From an optimization exercise on the open Yosys and OpenROAD flow, aimed at small area, a short achievable clock period and few clock cycles; shortcuts taken in it are not production practice.
Function was checked by simulation only, so behaviour that the tests miss may differ from the original.
No activity file was given, so power comes from the tool's default toggle rates.

===== design/flow/run.sh =====
#!/bin/bash
# synth_recipe.tcl (not shown) runs the flow's synth.tcl, then flattens the netlist and writes it again
# the make line also repeats each setting of config.mk as NAME=value (left out here)
make -C /OpenROAD-flow-scripts/flow DESIGN_CONFIG=/design/flow/config.mk WORK_HOME=/design/flow/orfs CLKGATE_MAP_FILE= SYNTH_SCRIPT=/design/flow/synth_recipe.tcl finish

===== design/flow/config.mk =====
export PLATFORM = sky130hd
export DESIGN_NAME = dma_backend
export DESIGN_NICKNAME = dma_backend
export VERILOG_FILES = /design/flow/design.v
export SDC_FILE = /design/flow/constraint.sdc
export NUM_CORES = 4
export LEC_CHECK = 0
export CAP_MARGIN = 20
export CORE_MARGIN = 2
export CORE_UTILIZATION = 40
export PLACE_DENSITY = 0.6
export SLEW_MARGIN = 20

===== design/flow/constraint.sdc =====
create_clock -name core_clock -period 8.5 [get_ports {clk_i}]
set_input_delay 1.7000 -clock core_clock [delete_from_list [all_inputs] [get_ports {clk_i}]]
set_output_delay 1.7000 -clock core_clock [all_outputs]
set_load 0.01 [all_outputs]

===== design/flow/design.v =====
`timescale 1ns/10ps
module dma_backend #(
  parameter int unsigned BufDepth = 4,   
  parameter int unsigned MaxOut   = 4    
) (
  input  logic        clk_i,
  input  logic        rst_ni,
  input  logic        valid_i,
  input  logic [31:0] req_src_i,
  input  logic [31:0] req_dst_i,
  input  logic [31:0] req_num_bytes_i,
  input  logic        req_serialize_i,
  output logic        ready_o,
  output logic [31:0] ar_addr_o,
  output logic [7:0]  ar_len_o,
  output logic        ar_valid_o,
  input  logic        ar_ready_i,
  output logic [31:0] aw_addr_o,
  output logic [7:0]  aw_len_o,
  output logic        aw_valid_o,
  input  logic        aw_ready_i,
  output logic [31:0] w_data_o,
  output logic        w_last_o,
  output logic        w_valid_o,
  input  logic        w_ready_i,
  input  logic [31:0] r_data_i,
  input  logic        r_last_i,
  input  logic        r_valid_i,
  output logic        r_ready_o,
  input  logic        b_valid_i,
  output logic        b_ready_o,
  output logic        backend_idle_o,
  output logic        trans_complete_o
);
  localparam int unsigned FifoDepth = BufDepth - 1;
  localparam int unsigned FPtrW     = (FifoDepth > 1) ? $clog2(FifoDepth) : 1;
  localparam int unsigned FCntW     = $clog2(FifoDepth + 1);
  localparam int unsigned BPtrW     = (MaxOut > 1) ? $clog2(MaxOut) : 1;
  localparam int unsigned BCntW     = $clog2(MaxOut + 1);
  localparam int unsigned PendW     = $clog2(MaxOut + 3);
  logic              rdy_q;      
  logic              calc_q;     
  logic              ser_q;      
  logic              ar_vld_q;
  logic              aw_vld_q;
  logic [29:0]       src_q;
  logic [29:0]       dst_q;
  logic [29:0]       left_q;
  logic [3:0]        len_q;      
  logic              last_q;     
  logic [3:0]        cap_s;
  logic [3:0]        cap_d;
  logic [3:0]        cap_l;
  logic [3:0]        cap_sd;
  logic [3:0]        len_d;
  logic              last_d;
  logic [4:0]        beats;
  logic              req_nz;
  logic              accept;
  logic              issue;
  logic              advance;
  logic              ar_vld_d;
  logic              aw_vld_d;
  logic              bl_mem_q [MaxOut];
  logic [BPtrW-1:0]  bl_wp_q;
  logic [BPtrW-1:0]  bl_rp_q;
  logic [BCntW-1:0]  bl_cnt_q;
  logic              bl_full;
  logic              bl_empty;
  logic              b_fire;
  logic [PendW-1:0]  pend_q;
  logic [PendW-1:0]  pend_d;
  logic              cmp_q;
  logic              cmp_d;
  logic              idle_q;
  logic              ser_ok;
  assign cap_s  = (&src_q[9:4]) ? ~src_q[3:0] : 4'hf;
  assign cap_d  = (&dst_q[9:4]) ? ~dst_q[3:0] : 4'hf;
  assign cap_l  = (|left_q[29:4]) ? 4'hf : left_q[3:0] - 4'd1;
  assign cap_sd = (cap_s < cap_d) ? cap_s : cap_d;
  assign len_d  = (cap_l < cap_sd) ? cap_l : cap_sd;
  assign last_d = ~(|left_q[29:5]) & (left_q[4:0] <= {1'b0, cap_sd} + 5'd1);
  assign beats  = {1'b0, len_q} + 5'd1;
  assign req_nz  = |req_num_bytes_i[31:2];
  assign accept  = rdy_q & valid_i & req_nz;
  assign ser_ok  = ~ser_q | (pend_q == PendW'(1) + PendW'(cmp_q));
  assign issue   = calc_q & ~bl_full & ser_ok;
  assign advance = ~rdy_q & ~calc_q & ~ar_vld_q & ~aw_vld_q;
  assign ar_vld_d = issue | (ar_vld_q & ~ar_ready_i);
  assign aw_vld_d = issue | (aw_vld_q & ~aw_ready_i);
  always_ff @(posedge clk_i or negedge rst_ni) begin
    if (!rst_ni) begin
      rdy_q    <= 1'b1;
      calc_q   <= 1'b0;
      ar_vld_q <= 1'b0;
      aw_vld_q <= 1'b0;
    end else begin
      ar_vld_q <= ar_vld_d;
      aw_vld_q <= aw_vld_d;
      if (rdy_q) begin
        rdy_q  <= ~accept;
        calc_q <= accept;
      end else if (calc_q) begin
        calc_q <= ~issue;
      end else if (ar_vld_q | aw_vld_q) begin
        rdy_q  <= last_q & ~ar_vld_d & ~aw_vld_d;
      end else begin
        calc_q <= 1'b1;
      end
    end
  end
  always_ff @(posedge clk_i) begin
    if (rdy_q) begin
      src_q  <= req_src_i[31:2];
      dst_q  <= req_dst_i[31:2];
      left_q <= req_num_bytes_i[31:2];
      ser_q  <= req_serialize_i;
    end else if (advance) begin
      src_q  <= src_q + 30'(beats);
      dst_q  <= dst_q + 30'(beats);
      left_q <= left_q - 30'(beats);
    end else if (issue) begin
      ser_q  <= 1'b0;
    end
    if (issue) begin
      len_q  <= len_d;
      last_q <= last_d;
    end
  end
  assign ar_addr_o  = {src_q, 2'b00};
  assign aw_addr_o  = {dst_q, 2'b00};
  assign ar_len_o   = {4'd0, len_q};
  assign aw_len_o   = {4'd0, len_q};
  assign ar_valid_o = ar_vld_q;
  assign aw_valid_o = aw_vld_q;
  assign ready_o    = rdy_q;
  assign b_ready_o = 1'b1;
  assign bl_full   = (bl_cnt_q == BCntW'(MaxOut));
  assign bl_empty  = (bl_cnt_q == '0);
  assign b_fire    = b_valid_i & ~bl_empty;
  assign cmp_d     = b_fire & bl_mem_q[bl_rp_q];
  assign pend_d    = pend_q + PendW'(accept) - PendW'(cmp_q);
  always_ff @(posedge clk_i or negedge rst_ni) begin
    if (!rst_ni) begin
      bl_wp_q  <= '0;
      bl_rp_q  <= '0;
      bl_cnt_q <= '0;
      pend_q   <= '0;
      cmp_q    <= 1'b0;
      idle_q   <= 1'b1;
    end else begin
      if (issue) begin
        bl_wp_q <= (bl_wp_q == BPtrW'(MaxOut - 1)) ? '0 : bl_wp_q + 1'b1;
      end
      if (b_fire) begin
        bl_rp_q <= (bl_rp_q == BPtrW'(MaxOut - 1)) ? '0 : bl_rp_q + 1'b1;
      end
      bl_cnt_q <= bl_cnt_q + BCntW'(issue) - BCntW'(b_fire);
      pend_q   <= pend_d;
      cmp_q    <= cmp_d;
      idle_q   <= (pend_d == PendW'(cmp_d));
    end
  end
  always_ff @(posedge clk_i) begin
    for (int unsigned i = 0; i < MaxOut; i++) begin
      if (issue && bl_wp_q == BPtrW'(i)) begin
        bl_mem_q[i] <= last_d;
      end
    end
  end
  assign trans_complete_o = cmp_q;
  assign backend_idle_o   = idle_q;
  logic              w_vld_q;
  logic [31:0]       w_dat_q;
  logic              w_lst_q;
  logic              r_rdy_q;
  logic [32:0]       f_mem_q [FifoDepth];
  logic [FPtrW-1:0]  f_wp_q;
  logic [FPtrW-1:0]  f_rp_q;
  logic [FCntW-1:0]  f_cnt_q;
  logic [FCntW-1:0]  f_cnt_d;
  logic              f_empty;
  logic              f_full;
  logic              out_free;
  logic              r_fire;
  logic              f_push;
  logic              f_pop;
  logic              w_vld_d;
  assign f_empty  = (f_cnt_q == '0);
  assign f_full   = (f_cnt_q == FCntW'(FifoDepth));
  assign out_free = ~w_vld_q | w_ready_i;
  assign r_fire   = r_valid_i & r_rdy_q;
  assign f_pop    = out_free & ~f_empty;
  assign f_push   = r_fire & ~(out_free & f_empty);
  assign w_vld_d  = ~out_free | ~f_empty | r_fire;
  assign f_cnt_d  = f_cnt_q + FCntW'(f_push) - FCntW'(f_pop);
  always_ff @(posedge clk_i or negedge rst_ni) begin
    if (!rst_ni) begin
      w_vld_q <= 1'b0;
      r_rdy_q <= 1'b0;
      f_wp_q  <= '0;
      f_rp_q  <= '0;
      f_cnt_q <= '0;
    end else begin
      w_vld_q <= w_vld_d;
      r_rdy_q <= (f_cnt_d != FCntW'(FifoDepth));
      f_cnt_q <= f_cnt_d;
      if (f_push) begin
        f_wp_q <= (f_wp_q == FPtrW'(FifoDepth - 1)) ? '0 : f_wp_q + 1'b1;
      end
      if (f_pop) begin
        f_rp_q <= (f_rp_q == FPtrW'(FifoDepth - 1)) ? '0 : f_rp_q + 1'b1;
      end
    end
  end
  always_ff @(posedge clk_i) begin
    for (int unsigned i = 0; i < FifoDepth; i++) begin
      if (!f_full && f_wp_q == FPtrW'(i)) begin
        f_mem_q[i] <= {r_last_i, r_data_i};
      end
    end
    if (out_free) begin
      if (!f_empty) begin
        {w_lst_q, w_dat_q} <= f_mem_q[f_rp_q];
      end else begin
        {w_lst_q, w_dat_q} <= {r_last_i, r_data_i};
      end
    end
  end
  assign w_valid_o = w_vld_q;
  assign w_data_o  = w_dat_q;
  assign w_last_o  = w_lst_q;
  assign r_ready_o = r_rdy_q;
endmodule

==> notes.md <==
power by group through the flow:
stage	logic (W)	registers, W	clock network, W
detailed placement	0.00258	0.00265	0
global route	0.00288	0.00271	0.00130
CTS	0.00259	0.00264	0.00124
finish	0.00255	0.00263	0.00120
global placement	0.00254	0.00264	0
floorplan	0.00150	0.00266	0
registers in the layout, summed over array words and instances, names as in the netlist, 2 cells and up:
signal    cells
left_q       30
bl_wp_q       2
w_dat_q      32
bl_rp_q       2
f_mem_q      99
pend_q        3
f_rp_q        2
f_cnt_q       2
len_q         4
bl_mem_q      4
bl_cnt_q      3
f_wp_q        2
dst_q        30
src_q        30
kinds of logic (layout without fill, tap and decap cells):
group | after synthesis | count (layout) | synth area share (%)
simple gates | 363 | 363 | 13.69
flops | 256 | 256 | 58.71
compound gates | 236 | 236 | 10.72
buf+inv | 108 | 346 | 3.658
xor+xnor | 95 | 95 | 6.453
fa+ha+maj | 50 | 50 | 5.143
mux | 18 | 18 | 1.562
other cells | 2 | 14 | 0.05825
cells in the final DEF (no fill, tap or decap), drive strengths merged, types with 3 or more instances in the layout:
master,count
xor2,48
fa,5
or3,5
mux2i,4
a21oi,17
and3,16
nor3b,5
nor3,17
clkinv,15
inv,45
nor2,43
o21ai,155
nor4,10
nand2b,8
and2,10
conb,13
clkbuf,34
dfrtp,22
a22oi,33
and4,7
o21a,4
o31ai,4
xnor2,47
mux2,14
buf,11
nand2,183
ha,45
clkdlybuf4s50,238
nand3b,4
a21o,4
edfxtp,232
nand4,12
o21bai,5
nor2b,6
or4,3
nand4b,3
nand3,28
layout make-up:
type                    count  share of cell area [%]
repair buffers            249                   14.88
well taps                 402                   3.040
diodes                      1                 0.01512
clock inverters            19                  0.9527
clock buffers              34                   4.560
inverters                  44                  0.9981
multi-input cells         775                   29.78
flip-flops and latches    256                   45.77
worst max path at each step:
stage | start | to | cells after the start
after global placement | req_num_bytes_i[12] | idle_q | 10
after floorplan | src_q[5] | bl_mem_q[0] | 17
final | src_q[5] | bl_mem_q[3] | 16
after CTS | src_q[5] | bl_mem_q[1] | 16
after global routing | src_q[5] | bl_mem_q[3] | 16
after detailed placement | req_num_bytes_i[13] | idle_q | 10
cells in the mapped netlist, drive strengths merged, types with 2 or more instances:
| master | count | share of area (%) |
|---|---|---|
| edfxtp | 232 | 54 |
| nand2 | 183 | 5.3 |
| o21ai | 155 | 6.0 |
| xor2 | 48 | 3.3 |
| xnor2 | 47 | 3.2 |
| ha | 45 | 4.4 |
| inv | 44 | 1.3 |
| clkbuf | 43 | 1.3 |
| nor2 | 43 | 1.3 |
| a22oi | 33 | 1.9 |
| nand3 | 28 | 1.1 |
| dfrtp | 22 | 4.3 |
| buf | 21 | 1.1 |
| a21oi | 17 | 0.66 |
| nor3 | 17 | 0.78 |
| and3 | 16 | 0.79 |
| mux2 | 14 | 1.2 |
| nand4 | 12 | 0.70 |
| and2 | 10 | 0.51 |
| nor4 | 10 | 0.65 |
| nand2b | 8 | 0.39 |
| and4 | 7 | 0.48 |
| nor2b | 6 | 0.29 |
| fa | 5 | 0.78 |
| nor3b | 5 | 0.29 |
| o21bai | 5 | 0.29 |
| or3 | 5 | 0.26 |
| a21o | 4 | 0.23 |
| mux2i | 4 | 0.34 |
| nand3b | 4 | 0.23 |
| o21a | 4 | 0.23 |
| o31ai | 4 | 0.23 |
| nand4b | 3 | 0.20 |
| or4 | 3 | 0.24 |
| a31oi | 2 | 0.097 |
| a41oi | 2 | 0.19 |
| conb | 2 | 0.058 |
| dfstp | 2 | 0.41 |
| or2 | 2 | 0.097 |
per-stage QoR:
step	cell area (sq um)	power, W	util, %
final	16550	0.006386	52.30
after global routing	16540	0.006891	52.30
after CTS	16540	0.006470	52.30
after detailed placement	15630	0.005235	49.41
after global placement	15630	0.005180	49.41
after floorplan	12930	0.004159	-
worst max-delay path, stage by stage, from the launching register on:
cell and delay (ns):
edfxtp_1 0.43, and3_1 0.25, and4_1 0.37, nand2_1 0.13, ha_1 0.33, a311oi_2 0.38
a21bo_2 0.23, mux2i_2 0.44, xnor2_1 0.17, ha_1 0.25, nor2b_1 0.13, o21a_1 0.16
o21ai_0 0.13, nand2b_1 0.07, a21oi_1 0.13, a31oi_1 0.05, nor2_1 0.26
routing by layer:
metal / global-route usage (%) / part of all wire, %
met5: 0 / 0.18
met4: 4.224 / 1.8
met3: 6.200 / 8.0
met2: 29.63 / 46
met1: 23.98 / 44
==> out/qor.yml <==
numCtsBuffers: 29
postSynthAreaPerCell_sq_um: 11.43
power.switching_w: 0.002323
place_hpwl_um: 21280
post-place-ws_ns: 4.348
slew_viol_final: 0
grt_pass1_vias: 8967
portBuffers: 239
fin_crit_sh_pct: 48.74
cts_tree: "built"
grt_pass1_wl_um: 48850
cp-start-kind: "register"
swShare_pct: 36.38
antenna_found_initial: 5
layout.area.seq_sq_um: 7574
layout.nets: 1543
clockBufferDepth: 3
ys_warn_count: 3
clkPwrFrac_pct: 18.8
dr.pass1.iters: 5
htreeDepth: 1
slew_headroom_pct: 39.68
io-pin-count: 259
yosysSeqAreaShare_pct: 58.71
worstSetupPathType: "register to register"
r2r_slack_ns: 4.36
power.leakage_nw: 5.966
dp.cells: 1726
required_ns: 8.83
overflow: 0
r2r_end: "bl_mem_q[3]"
rsz0062_at_grt: "false"
cts_resized: 0
drt-total-wl_um: 30900
min_path_type: "register to register"
place_congestion: 0.8404
synth-edff-count: 232
maxCapViolations: 0
reg2reg_from: "src_q[5]"
max_freq_mhz: 241.4
power.internal_w: 0.004062
synthCells: 1128
synthToLayoutAreaGrowth_pct: 28.34
setup_ws_ns: 4.357
finalSetupTns_ns: 0
holdWs_ns: 0.4963
crit_fanout: 7
ys_types: 65
fin_skew_ns: 0.01372
syn_area_sq_um: 12890
ctsRootBufferMaster: "clkbuf_16"
grt_max_degree: 101
wire_per_inst_um: 17.36
drcViolationCount: 0
grt_use_total_pct: 18.37
ant_nets: 0
die_area_sq_um: 33690
multi_input_area_sq_um: 4928
fillCellCount: 2774
cp.arrival_ns: 4.48
min_period_ns: 4.143
coreArea_sq_um: 31640
ys_ff_latch: 256
clk_pin_slew_ns: 0.06
status: "finished clean"
synthArstFlopShare_pct: 9.375
report.final.hold_viol_count: 0
cts.sinks: 256
setup_viol_count_final: 0
std_cell_rows: 65
worstMarginPinSlew_ns: 0.9048
clk_latency_ns: 0.56
vias: 9067
whs_endpoint: "bl_cnt_q[2]"
die_h_um: 183.5
seqPwrFrac_pct: 41.2
powerDensity_nw_per_um2: 385.9
drive_gt1_share_pct: 7.190
synth-main-ff-cell: "edfxtp_1"
min_from: "bl_cnt_q[2]"
ff2ff_path_depth: 16
drt_iter0_drc: 535
peakVddDrop_mv: 0.1760
endpoint_kind: "register"
fin_cells: 1780
cts_setup_buffers: 0
dieWidth_um: 183.5
cts_hold_buf: 0
start_util_pct: 40.76
whs_path_depth: 1
avgViaCountPerCell: 5.094
combPwrFrac_pct: 40.0
Testbench counts, summed over its fixed seeds: cycles 34,478.

[port drivers added, routing unchanged]
Ports are ideal in the flow. The routed layout listed here was re-timed in OpenROAD.
Step 1 (the two cells are an assumption about what drives the block):
set clk [get_ports {clk_i}]
set_driving_cell -lib_cell sky130_fd_sc_hd__clkbuf_16 $clk
set_driving_cell -lib_cell sky130_fd_sc_hd__buf_2 [delete_from_list [all_inputs] $clk]
Step 2 moves the port delays by t, midway between the first and last clock arrival at a register: inputs arrive t later, outputs are due t later. That takes back most of the time a late clock gives input paths.
a / b / c = ideal / step 1 / step 2; a / b = the first two.
t (ns): 0.596
setup slack, ns: 4.357 / 4.357 / 4.357
worst setup path at the end: register to register
clock arrival spread, ns: 0.014 / 0.014
After both steps this run still meets setup and hold. For this run, drivers alone change the setup slack by 0.000 ns; drivers and shift together by 0.000 ns.
